What follows belongs to an exercise in optimizing a design on an open flow for small area; a production flow would make more cautious choices.
The RTL was checked by simulation tests, not by an equivalence proof against the original design.
Power figures rest on the tool's default switching activity, not on a simulated workload.

File: flow/run.sh
#!/bin/bash
# synth_recipe.tcl (not shown) runs the flow's synth.tcl, then flattens the netlist and writes it again
# the make line also repeats each setting of config.mk as NAME=value (left out here)
make -C /OpenROAD-flow-scripts/flow DESIGN_CONFIG=/design/flow/config.mk WORK_HOME=/design/flow/orfs CLKGATE_MAP_FILE= SYNTH_SCRIPT=/design/flow/synth_recipe.tcl finish
File: flow/config.mk
export PLATFORM = sky130hd
export DESIGN_NAME = vga_object_compositor
export DESIGN_NICKNAME = vga_object_compositor
export VERILOG_FILES = /design/flow/design.v
export SDC_FILE = /design/flow/constraint.sdc
export NUM_CORES = 4
export LEC_CHECK = 0
export CAP_MARGIN = 20
export CORE_MARGIN = 2
export CORE_UTILIZATION = 40
export SLEW_MARGIN = 20
File: flow/constraint.sdc
create_clock -name core_clock -period 5.0 [get_ports {iVGA_CLK}]
set_input_delay 1.0000 -clock core_clock [delete_from_list [all_inputs] [get_ports {iVGA_CLK}]]
set_output_delay 1.0000 -clock core_clock [all_outputs]
set_load 0.01 [all_outputs]
File: flow/design.v
module vga_object_compositor #(
    parameter int NUM_OBJ = 16,
    parameter int COORD_W = 10,
    parameter int COLOR_W = 10,
    parameter int TYPE_W  = 10
) (
    input  logic                       iVGA_CLK,
    input  logic                       iRST,
    input  logic [COORD_W-1:0]         iVGA_X,
    input  logic [COORD_W-1:0]         iVGA_Y,
    input  logic                       iFrame_Start,
    input  logic                       iWr_Valid,
    output logic                       oWr_Ready,
    input  logic [$clog2(NUM_OBJ)-1:0] iWr_Idx,
    input  logic [COORD_W-1:0]         iWr_X,
    input  logic [COORD_W-1:0]         iWr_Y,
    input  logic [COORD_W-1:0]         iWr_W,
    input  logic [COORD_W-1:0]         iWr_H,
    input  logic [TYPE_W-1:0]          iWr_Type,
    input  logic                       iWr_En,
    output logic [COLOR_W-1:0]         oRed,
    output logic [COLOR_W-1:0]         oGreen,
    output logic [COLOR_W-1:0]         oBlue,
    output logic                       oHit_Valid,
    output logic [$clog2(NUM_OBJ)-1:0] oHit_Idx
);
    localparam int IDX_W = $clog2(NUM_OBJ);
    typedef struct packed {
        logic [COORD_W-1:0] x;
        logic [COORD_W-1:0] y;
        logic [COORD_W-1:0] w;
        logic [COORD_W-1:0] h;
        logic [TYPE_W-1:0]  kind;
        logic               en;
    } slot_t;
    function automatic logic slot_hit(input slot_t s, input logic [COORD_W-1:0] px,
                                      input logic [COORD_W-1:0] py);
        logic [COORD_W:0] x_end;
        logic [COORD_W:0] y_end;
        x_end = {1'b0, s.x} + {1'b0, s.w};
        y_end = {1'b0, s.y} + {1'b0, s.h};
        slot_hit = s.en && (s.w != '0) && (s.h != '0) &&
                   (px >= s.x) && ({1'b0, px} < x_end) &&
                   (py >= s.y) && ({1'b0, py} < y_end);
    endfunction
    function automatic logic [3*COLOR_W-1:0] palette(input logic [TYPE_W-1:0] kind);
        case (kind)
            TYPE_W'(101): palette = {COLOR_W'(0),   COLOR_W'(255), COLOR_W'(0)};
            TYPE_W'(102): palette = {COLOR_W'(255), COLOR_W'(255), COLOR_W'(0)};
            TYPE_W'(201): palette = {COLOR_W'(153), COLOR_W'(0),   COLOR_W'(0)};
            TYPE_W'(202): palette = {COLOR_W'(0),   COLOR_W'(255), COLOR_W'(255)};
            TYPE_W'(302): palette = {COLOR_W'(204), COLOR_W'(0),   COLOR_W'(204)};
            default:      palette = {COLOR_W'(255), COLOR_W'(255), COLOR_W'(255)};
        endcase
    endfunction
    localparam int SLOT_W   = 4 * COORD_W + TYPE_W + 1;
    localparam int KIND_LSB = 1;
    logic [SLOT_W-1:0] shadow_tbl [NUM_OBJ];
    logic [SLOT_W-1:0] active_tbl [NUM_OBJ];
    logic  seen_rst;
    logic  wr_ready;
    assign wr_ready  = seen_rst && !iRST && !iFrame_Start;
    assign oWr_Ready = wr_ready;
    always_ff @(posedge iVGA_CLK) begin
        if (iRST) begin
            seen_rst <= 1'b1;
        end
    end
    always_ff @(posedge iVGA_CLK) begin
        if (iRST) begin
            for (int i = 0; i < NUM_OBJ; i++) begin
                shadow_tbl[i][0] <= 1'b0;
                active_tbl[i][0] <= 1'b0;
            end
        end else begin
            if (wr_ready && iWr_Valid && (int'(iWr_Idx) < NUM_OBJ)) begin
                shadow_tbl[iWr_Idx] <= {iWr_X, iWr_Y, iWr_W, iWr_H, iWr_Type, iWr_En};
            end
            if (iFrame_Start) begin
                for (int i = 0; i < NUM_OBJ; i++) begin
                    active_tbl[i] <= shadow_tbl[i];
                end
            end
        end
    end
    logic [NUM_OBJ-1:0] hit_now;
    always_comb begin
        hit_now = '0;
        for (int i = 0; i < NUM_OBJ; i++) begin
            hit_now[i] = slot_hit(active_tbl[i], iVGA_X, iVGA_Y);
        end
    end
    logic [NUM_OBJ-1:0] hit_p1;
    logic [TYPE_W-1:0]  kind_p1 [NUM_OBJ];
    always_ff @(posedge iVGA_CLK) begin
        if (iRST) begin
            hit_p1 <= '0;
            for (int i = 0; i < NUM_OBJ; i++) kind_p1[i] <= '0;
        end else begin
            hit_p1 <= hit_now;
            for (int i = 0; i < NUM_OBJ; i++) kind_p1[i] <= active_tbl[i][KIND_LSB +: TYPE_W];
        end
    end
    logic              win_found;
    logic [IDX_W-1:0]  win_idx;
    logic [TYPE_W-1:0] win_kind;
    always_comb begin
        win_found = 1'b0;
        win_idx   = '0;
        win_kind  = '0;
        for (int i = NUM_OBJ - 1; i >= 0; i--) begin
            if (hit_p1[i]) begin
                win_found = 1'b1;
                win_idx   = IDX_W'(i);
                win_kind  = kind_p1[i];
            end
        end
    end
    logic [3*COLOR_W-1:0] rgb_p2;
    logic                 vld_p2;
    logic [IDX_W-1:0]     idx_p2;
    always_ff @(posedge iVGA_CLK) begin
        if (iRST) begin
            rgb_p2 <= '0;
            vld_p2 <= 1'b0;
            idx_p2 <= '0;
        end else begin
            rgb_p2 <= win_found ? palette(win_kind) : '0;
            vld_p2 <= win_found;
            idx_p2 <= win_idx;
        end
    end
    assign {oRed, oGreen, oBlue} = rgb_p2;
    assign oHit_Valid            = vld_p2;
    assign oHit_Idx              = idx_p2;
endmodule
==> run notes <==
## final cells by class
class                   instances  area, um^2  share of cell area [%]
flip-flops and latches       1820       52610                   56.51
multi-input cells            3232       26630                   28.60
clock buffers                 254        5206                   5.592
well taps                    2672        3343                   3.591
repair buffers                240        2223                   2.388
inverters                     476        1787                   1.919
clock inverters               100        1285                   1.380
diodes                          4       10.01                 0.01075
## cells in the final DEF, fill, tap and decap left out, drive strengths merged, types with 70 or more instances in the layout
cell type,instances
a21o,149
a21oi,431
buf,178
clkbuf,254
clkinv,70
dfxtp,204
edfxtp,1616
ha,928
inv,480
nand2,105
nor2,194
nor2b,212
o21ai,226
o21bai,134
xnor2,181
## report_power, final
group	internal [mW]	switching [mW]	total [mW]
Combinational	0.745	1.32	2.07
Sequential	16.7	0.0988	16.8
Clock	8.37	6.05	14.4
## registers in the layout, summed over array words and instances (netlist names)
signal      count
rgb_p2          7
active_tbl    816
shadow_tbl    816
idx_p2          4
vld_p2          1
kind_p1       160
hit_p1         16
## per-stage QoR
| step | TNS (ns) | worst slack (ns) |
|---|---|---|
| 3_3_place_gp | 0 | 0.6884 |
| 4_1_cts | 0 | 0.8338 |
| 5_1_grt | 0 | 0.7456 |
| 3_5_place_dp | 0 | 0.6836 |
| 6_report | 0 | 0.9082 |
| 2_1_floorplan | -6938.53 | -8.673 |
## metal layers
layer  wire (um)  part of all wire [%]
met2       96760                    48
met5          32                 0.016
met3        8596                   4.3
met1       89920                    45
met4        4233                   2.1
## worst max-delay path by stage
stage | to | slack, ns | cells past startpoint
floorplan | active_tbl[0][10]$_DFFE_PP_ | -8.67 | 3
global placement | hit_p1[15]$_SDFF_PP0_ | 0.69 | 10
detailed placement | hit_p1[15]$_SDFF_PP0_ | 0.68 | 10
CTS | hit_p1[15]$_SDFF_PP0_ | 0.83 | 15
global route | hit_p1[15]$_SDFF_PP0_ | 0.75 | 15
finish | hit_p1[15]$_SDFF_PP0_ | 0.91 | 15
## worst max-delay path, stage by stage (launching register included)
cell      delay, ns
edfxtp_1       0.42
ha_1           0.23
fa_1           0.40
a21oi_1        0.15
nor2_1         0.05
nor2_1         0.17
o21bai_1       0.08
a21oi_1        0.25
o21ai_0        0.20
xnor2_1        0.16
ha_1           0.29
a21oi_1        0.18
o211ai_1       0.13
a31o_2         0.25
a31oi_1        0.75
o2111a_1       0.31
## cells by family (layout without fill, tap and decap cells)
kind of cell,Yosys count,after routing,synth area share (%)
other,1,10,0.004615
DFF,1820,1820,64.74
buffers and inverters,552,1070,2.702
muxes,16,16,0.1971
AOI/OAI and AO/OA,1216,1216,9.439
xor gates and xnor gates,247,247,2.662
and+or+nand+nor,787,787,5.174
adders and majority gates,960,960,15.08
==> flow_summary.yaml <==
outcome:
  status: "complete, no violations"
yosys:
  yosys_warnings: 3
  synth_top_area_share_pct: 59.72
  synth.avg_cell_area_um2: 14.51
  syn_inst: 5599
  synth-edff-count: 1616
  synth_area_leader_cell: "edfxtp_1"
  ys_seq_area_share_pct: 64.74
  netlist_area_mm2: 0.08126
  netlist-cell-type-count: 78
  ys_top_cells_by_count: "edfxtp_1, ha_1, inv_1"
  ys_seq_elements: 1820
  synth_area_leaders: "edfxtp_1, ha_1, dfxtp_1"
  async_flop_share_pct: 0
  ys_dominant_reg_cell: "edfxtp_1"
  synth.most_common_cell: "edfxtp_1"
timing:
  rsz0062_at_grt: "no"
  max_freq_mhz: 244.4
  post-route-period-util_pct: 81.84
  setup_viol: 0
  fin_crit_ns: 4.092
  hold_slack_ns: 0.3863
  fin_skew_ns: 0.05416
  finalHoldViolations: 0
  slew_violations: 0
  slew-limit-headroom_pct: 29.95
  worst_slew_pin_slew_ns: 1.051
clock_network:
  htree_levels: 4
  cts_root_buffer: "clkbuf_16"
  cts_setup_buffers: 0
  cts_tree: "done"
  cts_resized: 0
  clock_latency_ns: 0.86
  cts_buffers: 189
  ctsLongestPathBuffers: 3
  hold_buffers: 0
  clkSinkCount: 1820
  clk_pin_slew_ns: 0.06
finish:
  area_delta_synth_final_pct: 14.56
  n_fill_cell: 17410
  fin_area_mm2: 0.09309
  fin_cells: 8798
  post-route-util_pct: 46.06
  drive_above_1_share_pct: 8.510
  nets: 6998
global_route:
  grt_max_degree: 157
  use_met3_pct: 2.536
  grt.busiest_layer: "met2"
  grt_first_pass_wirelength_mm: 293.9
  antenna_found_initial: 20
  met1_usage_pct: 26.20
  grt_usage_pct: 19.32
  grtUsageMet2_pct: 32.81
  overflow: 0
  grt_pass1_vias: 45690
worst_hold_path:
  hold_path_class: "flop to flop"
  hold_end: "active_tbl[11][34]$_DFFE_PP_"
  min_path_cells: 0
  min_from: "shadow_tbl[11][34]$_DFFE_PP_"
route:
  drt-total-wl_mm: 199.5
  vias_per_cell: 5.162
  drc_errors: 0
  vias: 45410
  drt_iter0_markers: 3358
  ant_nets: 0
  post_drt_wl_per_cell_um: 22.68
  drt_pass1_iterations: 5
floorplan:
  coreArea_mm2: 0.2021
  start_util_pct: 40.20
  die_h_um: 454.7
  pin_count: 115
  dieArea_mm2: 0.2068
  num_rows: 165
  die_w_um: 454.7
setup_path:
  startpoint: "active_tbl[15][31]$_DFFE_PP_"
  rrSetupSlack_ns: 0.91
  critPathLaunchType: "flop"
  r2r_start: "active_tbl[15][31]$_DFFE_PP_"
  cp.arrival_ns: 4.85
  cp.required_ns: 5.76
  reg2reg_depth: 15
  criticalPathCategory: "flop to flop"
  regToRegEndpoint: "hit_p1[15]$_SDFF_PP0_"
  crit_path_end_kind: "flop"
  worstPathMaxFanout: 2
flow_run:
  maxCapViolations: 0
place:
  gp_congestion: 0.8186
  dp.cells: 8440
  dpl_cell_area_mm2: 0.08659
  port_buffers: 108
  dp_hpwl_mm: 134.0
power:
  cellLeakagePower_nw: 36.02
  power.total_mw: 33.32
  power_density_mw_per_mm2: 358.0
  ir_drop_uv: 267.9

==> port drivers added, routing unchanged <==
The flow's constraints put no driver on any port. The routed layout listed below was extracted and timed again, unchanged, in two steps.
Step 1 (the two cells are an assumption about what drives the block):
set clk [get_ports {iVGA_CLK}]
set_driving_cell -lib_cell sky130_fd_sc_hd__clkbuf_16 $clk
set_driving_cell -lib_cell sky130_fd_sc_hd__buf_2 [delete_from_list [all_inputs] $clk]
Step 2 also shifts input and output timing later by t, the mid clock arrival at the registers, as if the neighbouring blocks saw the same clock.
Three values: no drivers, after step 1, after step 2; two values: the first two.
shift t [ns]: 0.921
setup WS [ns]: 0.908 / 0.908 / 0.752
hold slack, ns: 0.386 / 0.386 / 0.386
worst register clock-pin slew, ns: 0.07 / 0.07
cell pins on the clock port's net: 1
After both steps setup and hold are still met in this run. For this run, drivers alone change the setup slack by 0.000 ns; drivers and shift together by -0.156 ns.
